This design comes from an exercise in tuning for small area on the open sky130 flow, not from production work.
In this exercise RTL edits were held to simulation tests only and were not proved equivalent to the original.
No driver is modelled on the clock port, so clocking that relies on it looks cheaper here than on a real chip.
No activity file was given, so power comes from the tool's default toggle rates.

==> flow/design.v <==
module decode (
    input  logic        clk,
    input  logic        rstn,
    input  logic        inst_valid,
    input  logic [31:0] inst,
    input  logic [31:0] inst_pc,
    output logic        inst_ready,
    output logic        exec_enable,
    input  logic        exec_done,
    output logic [5:0]  exec_command,
    output logic [5:0]  alu_command,
    output logic [15:0] offset,
    output logic [31:0] pc,
    output logic [31:0] addr,
    output logic [31:0] rs,
    output logic [31:0] rt,
    output logic [4:0]  sh,
    output logic [4:0]  rd,
    output logic [4:0]  rs_no,
    output logic [4:0]  rt_no,
    output logic        fmode1,
    output logic        fmode2,
    input  logic        wb_en,
    input  logic        wb_fp,
    input  logic [4:0]  wb_rd,
    input  logic [31:0] wb_data
);
    localparam logic [1:0] S_IDLE   = 2'd0;
    localparam logic [1:0] S_DECODE = 2'd1;
    localparam logic [1:0] S_ISSUE  = 2'd2;
    localparam logic [1:0] S_WAIT   = 2'd3;
    localparam int C_R    = 0;    
    localparam int C_F    = 1;    
    localparam int C_ADDI = 2;    
    localparam int C_LOGI = 3;    
    localparam int C_J    = 4;    
    localparam int C_BR   = 5;    
    localparam int C_LD   = 6;    
    localparam int C_SW   = 7;    
    localparam int C_SF   = 8;    
    localparam int C_IO   = 9;    
    function automatic logic [9:0] classify(input logic [5:0] op);
        logic [9:0] c;
        c[C_R]    = (op == 6'b000000);
        c[C_F]    = (op == 6'b010001);
        c[C_ADDI] = (op == 6'b001000);
        c[C_LOGI] = (op == 6'b001100) || (op == 6'b001101) || (op == 6'b001110);
        c[C_J]    = (op == 6'b000010) || (op == 6'b000011);
        c[C_BR]   = (op == 6'b000100) || (op == 6'b000101) || (op == 6'b110010);
        c[C_LD]   = (op == 6'b100011) || (op == 6'b110001);
        c[C_SW]   = (op == 6'b101011);
        c[C_SF]   = (op == 6'b111001);
        c[C_IO]   = (op == 6'b111111);
        classify = c;
    endfunction
    logic [1:0]  state_q;
    logic        clr_q;           
    logic [31:0] inst_q;          
    logic [31:0] ipc_q;           
    logic [31:0] opb_q;           
    wire dec = (state_q == S_DECODE);
    logic [31:0] rf_d [64];        
    wire  [5:0]  wb_idx = {wb_fp, wb_rd};
    logic [63:0] rf_we, rf_keep;
    always_comb begin
        for (int i = 0; i < 64; i++) begin
            rf_we[i]   = wb_en && (wb_idx == 6'(i)) && (i != 0);
            rf_keep[i] = !rf_we[i] && !clr_q;
        end
    end
    assign rf_d[0] = '0;
    for (genvar i = 1; i < 64; i++) begin : g_row
        decode_rf_row u_row (
            .clk (clk), .keep(rf_keep[i]), .we(rf_we[i]), .wd(wb_data), .d(rf_d[i])
        );
    end
    always_ff @(posedge clk or negedge rstn) begin
        if (!rstn) clr_q <= 1'b1;
        else       clr_q <= 1'b0;
    end
    wire       in_fb = (inst[31:26] == 6'b010001) || (inst[31:26] == 6'b111001);
    wire [5:0] idx_b = {in_fb, inst[20:16]};
    logic [9:0] qc;
    assign     qc    = classify(inst_q[31:26]);
    wire [5:0] idx_a = qc[C_F] ? {1'b1, inst_q[15:11]} : {1'b0, inst_q[25:21]};
    wire [5:0] ridx  = dec ? idx_a : idx_b;
    logic [63:0] rsel;
    always_comb
        for (int i = 0; i < 64; i++) rsel[i] = (ridx == 6'(i)) && (i != 0);
    logic [31:0] rport;
    for (genvar j = 0; j < 32; j++) begin : g_rbit
        logic [63:0] col;
        always_comb
            for (int i = 0; i < 64; i++) col[i] = rf_d[i][j];
        decode_rf_rbit u_rbit (.sel(rsel), .d(col), .y(rport[j]));
    end
    wire [5:0]  qidx_b = {qc[C_F] || qc[C_SF], inst_q[20:16]};
    wire        bhit   = wb_en && (wb_idx == qidx_b) && (qidx_b != 6'd0);
    wire [31:0] opb    = bhit ? wb_data : opb_q;
    wire [31:0] opa    = rport;
    always_ff @(posedge clk) begin
        inst_q <= inst;
        ipc_q  <= inst_pc;
        opb_q  <= rport;
    end
    wire        q_known = qc[C_R] | qc[C_F] | qc[C_ADDI] | qc[C_LOGI] | qc[C_J] | qc[C_BR] |
                          qc[C_LD] | qc[C_SW] | qc[C_SF] | qc[C_IO];
    wire        q_mem   = qc[C_LD] | qc[C_SW] | qc[C_SF];
    wire        q_usea  = qc[C_R] | qc[C_F] | qc[C_ADDI] | qc[C_LOGI] | qc[C_IO];
    wire        q_useb  = qc[C_R] | qc[C_F] | qc[C_SW] | qc[C_SF];
    wire [31:0] simm    = {{16{inst_q[15]}}, inst_q[15:0]};
    logic [16:0] x_c;
    logic [31:0] x_new;
    assign {x_c[16], x_new[15:0]} = {1'b0, opa[15:0]} + {1'b0, inst_q[15:0] & {16{q_mem}}};
    wire x_sg  = inst_q[15] & q_mem;
    wire x_inc = x_c[16] & ~x_sg;
    wire x_dec = x_sg & ~x_c[16];
    logic [16:0] x_all1, x_all0;
    assign x_all1[0] = 1'b1;
    assign x_all0[0] = 1'b1;
    for (genvar k = 0; k < 16; k++) begin : g_xhi
        assign x_all1[k+1]  = x_all1[k] & opa[16+k];
        assign x_all0[k+1]  = x_all0[k] & ~opa[16+k];
        assign x_new[16+k]  = opa[16+k] ^ ((x_inc & x_all1[k]) | (x_dec & x_all0[k]));
    end
    wire        x_load  = q_usea | q_mem;
    logic [31:0] rt_new;
    always_comb begin
        rt_new = '0;
        if (q_useb)  rt_new = opb;
        if (qc[C_ADDI]) rt_new = simm;
        if (qc[C_LOGI]) rt_new = {16'd0, inst_q[15:0]};
    end
    logic        dv_q;            
    logic [5:0]  op_q;            
    logic [20:0] fld_q;           
    logic [4:0]  fhi_q;           
    logic [31:0] pc_q;            
    logic [31:0] x_q;             
    logic [31:0] rt_q;            
    wire hold = !dec;
    always_ff @(posedge clk) begin
        fhi_q <= (fhi_q & {5{hold}}) | (inst_q[25:21] & {5{dec && q_known}});
        x_q   <= (x_q & {32{hold}}) | (x_new & {32{dec && x_load}});
    end
    always_ff @(posedge clk or negedge rstn) begin
        if (!rstn) begin
            state_q <= S_IDLE;
            dv_q    <= 1'b0;
            op_q    <= '0;
            fld_q   <= '0;
            pc_q    <= '0;
            rt_q    <= '0;
        end else begin
            case (state_q)
                S_IDLE:   if (inst_valid) state_q <= S_DECODE;
                S_DECODE: state_q <= S_ISSUE;
                S_ISSUE:  state_q <= S_WAIT;
                default:  if (exec_done) state_q <= S_IDLE;
            endcase
            if (dec) begin
                dv_q  <= 1'b1;
                op_q  <= inst_q[31:26];
                fld_q <= q_known ? inst_q[20:0] : 21'd0;
                pc_q  <= q_known ? ipc_q : 32'd0;
                rt_q  <= rt_new;
            end
        end
    end
    logic [9:0] oc;
    assign oc = classify(op_q);
    wire o_mem = dv_q & (oc[C_LD] | oc[C_SW] | oc[C_SF]);
    wire o_rs  = dv_q & ~(oc[C_LD] | oc[C_SW] | oc[C_SF]);
    wire [31:0] obr = {{14{fld_q[15]}}, fld_q[15:0], 2'b00};
    wire [31:0] oj  = {pc_q[31:28], fhi_q, fld_q[20:0], 2'b00};
    assign exec_command = op_q;
    assign offset       = fld_q[15:0];
    assign rt_no        = fld_q[20:16];
    assign rs_no        = (oc[C_F] ? fld_q[15:11] : 5'd0) | ((dv_q & ~oc[C_F]) ? fhi_q : 5'd0);
    assign alu_command  = (oc[C_R] | oc[C_F] | oc[C_IO]) ? fld_q[5:0] : 6'd0;
    assign sh           = (oc[C_R] | oc[C_IO]) ? fld_q[10:6] : 5'd0;
    assign rd           = ((oc[C_R] | oc[C_IO]) ? fld_q[15:11] : 5'd0) |
                          (oc[C_F] ? fld_q[10:6] : 5'd0) |
                          ((oc[C_ADDI] | oc[C_LOGI] | oc[C_LD]) ? fld_q[20:16] : 5'd0);
    assign fmode1       = oc[C_F];
    assign fmode2       = oc[C_F] | oc[C_SF];
    assign pc           = pc_q;
    assign rs           = o_rs ? x_q : 32'd0;
    assign addr         = (o_mem ? x_q : 32'd0) |
                          (oc[C_J] ? oj : 32'd0) | (oc[C_BR] ? obr : 32'd0);
    assign rt           = rt_q;
    assign inst_ready   = rstn && (state_q == S_IDLE);
    assign exec_enable  = (state_q == S_ISSUE);
endmodule
module decode_rf_row (
    input  logic        clk,
    input  logic        keep,
    input  logic        we,
    input  logic [31:0] wd,
    output logic [31:0] d
);
    logic [31:0] q;
    assign d = (q & {32{keep}}) | (wd & {32{we}});
    always_ff @(posedge clk)
        q <= d;
endmodule
module decode_rf_rbit (
    input  logic [63:0] sel,
    input  logic [63:0] d,
    output logic        y
);
    logic [20:0] n;
    for (genvar g = 0; g < 21; g++) begin : g_grp
        decode_aoi222 u_aoi (.a(d[3*g+1 +: 3]), .b(sel[3*g+1 +: 3]), .y(n[g]));
    end
    assign y = ~&n;
endmodule
module decode_aoi222 (
    input  logic [2:0] a,
    input  logic [2:0] b,
    output logic       y
);
    assign y = ~|(a & b);
endmodule
==> flow/config.mk <==
export PLATFORM = sky130hd
export DESIGN_NAME = decode
export DESIGN_NICKNAME = decode
export VERILOG_FILES = /design/flow/design.v
export SDC_FILE = /design/flow/constraint.sdc
export NUM_CORES = 8
export LEC_CHECK = 0
export CAP_MARGIN = 20
export CORE_MARGIN = 2
export CORE_UTILIZATION = 70
export CTS_CLUSTER_DIAMETER = 80
export CTS_CLUSTER_SIZE = 25
export PLACE_DENSITY = 0.75
export SLEW_MARGIN = 20
export SYNTH_HIERARCHICAL = 1
==> flow/constraint.sdc <==
create_clock -name core_clock -period 10.0 [get_ports {clk}]
set_input_delay 2.0000 -clock core_clock [delete_from_list [all_inputs] [get_ports {clk}]]
set_output_delay 2.0000 -clock core_clock [all_outputs]
set_load 0.01 [all_outputs]
standard.sh (not shown) runs the stock make flow with config.mk's settings and CLKGATE_MAP_FILE= SYNTH_SCRIPT=/design/flow/synth_recipe.tcl, a recipe that flattens the netlist after the stock synthesis.
==> flow/flow/run.sh <==
#!/bin/bash
# Standard layout with these changes: the port buffers are the smallest
# buffer (sky130_fd_sc_hd__buf_1); after clock tree synthesis an area
# recovery pass (flow/downsize.tcl) moves non-clock combinational cells to
# smaller drive strengths where no slew/cap/fanout or timing limit is hit;
# the repair in global routing uses wider margins (flow/grt_margins.tcl).
set -euo pipefail
here=$(pwd)
bash standard.sh "BUFFER_PORTS_ARGS=-buffer_cell sky130_fd_sc_hd__buf_1" \
  "POST_CTS_TCL=$here/flow/downsize.tcl" \
  "PRE_GLOBAL_ROUTE_TCL=$here/flow/grt_margins.tcl" finish > standard_flow.log 2>&1
Other scripts of this flow, unchanged in this note and not shown: flow/flow/downsize.tcl, flow/flow/grt_margins.tcl
Change:
--- a/flow/design.v
+++ b/flow/design.v
@@ -58,5 +58,5 @@
     logic [31:0] inst_q;          
     logic [31:0] ipc_q;           
-    logic [31:0] opb_q;           
+    logic [31:0] opa_q;           
     wire dec = (state_q == S_DECODE);
     logic [31:0] rf_d [64];        
@@ -79,10 +79,10 @@
         else       clr_q <= 1'b0;
     end
-    wire       in_fb = (inst[31:26] == 6'b010001) || (inst[31:26] == 6'b111001);
-    wire [5:0] idx_b = {in_fb, inst[20:16]};
+    wire       in_f  = (inst[31:26] == 6'b010001);
+    wire [5:0] idx_a = in_f ? {1'b1, inst[15:11]} : {1'b0, inst[25:21]};
     logic [9:0] qc;
     assign     qc    = classify(inst_q[31:26]);
-    wire [5:0] idx_a = qc[C_F] ? {1'b1, inst_q[15:11]} : {1'b0, inst_q[25:21]};
-    wire [5:0] ridx  = dec ? idx_a : idx_b;
+    wire [5:0] idx_b = {qc[C_F] || qc[C_SF], inst_q[20:16]};
+    wire [5:0] ridx  = dec ? idx_b : idx_a;
     logic [63:0] rsel;
     always_comb
@@ -95,12 +95,12 @@
         decode_rf_rbit u_rbit (.sel(rsel), .d(col), .y(rport[j]));
     end
-    wire [5:0]  qidx_b = {qc[C_F] || qc[C_SF], inst_q[20:16]};
-    wire        bhit   = wb_en && (wb_idx == qidx_b) && (qidx_b != 6'd0);
-    wire [31:0] opb    = bhit ? wb_data : opb_q;
-    wire [31:0] opa    = rport;
+    wire [5:0]  qidx_a = qc[C_F] ? {1'b1, inst_q[15:11]} : {1'b0, inst_q[25:21]};
+    wire        ahit   = wb_en && (wb_idx == qidx_a) && (qidx_a != 6'd0);
+    wire [31:0] opa    = ahit ? wb_data : opa_q;
+    wire [31:0] opb    = rport;
     always_ff @(posedge clk) begin
         inst_q <= inst;
         ipc_q  <= inst_pc;
-        opb_q  <= rport;
+        opa_q  <= rport;
     end
     wire        q_known = qc[C_R] | qc[C_F] | qc[C_ADDI] | qc[C_LOGI] | qc[C_J] | qc[C_BR] |
After rerunning: Total power rises by 1.8%; worst setup slack is better by 1.6 ns; via count goes up by 2.8%; design area goes up by 0.63%; wire length came out higher by 8.1%.

## afterwards: timing with drivers on the ports
The results above use ideal ports. As a check the final layouts listed here were re-extracted and re-timed, cells and wires unchanged. Step 1 (the two cells are an assumption about what drives the block):
set clk [get_ports {clk}]
set_driving_cell -lib_cell sky130_fd_sc_hd__clkbuf_16 $clk
set_driving_cell -lib_cell sky130_fd_sc_hd__buf_2 [delete_from_list [all_inputs] $clk]
Step 2, shift: input delay + t, output delay - t, t = (earliest + latest rising clock arrival at the registers) / 2. This alone moves slack from input paths to output paths. Three values: ideal ports, drivers, drivers and shift; two values: the first two.
run	t (ns)	slack for setup (ns)	clock arrival spread, ns
the first run	0.831	0.307 / 0.323 / -0.507	0.027 / 0.027
the second run	0.823	1.940 / 1.997 / 1.174	0.026 / 0.026
With both steps, setup timing fails in the first run, where it was met with ideal ports. The setup slack of the first run, which loses most, moves by +0.016 ns with the drivers and by -0.814 ns with both steps.
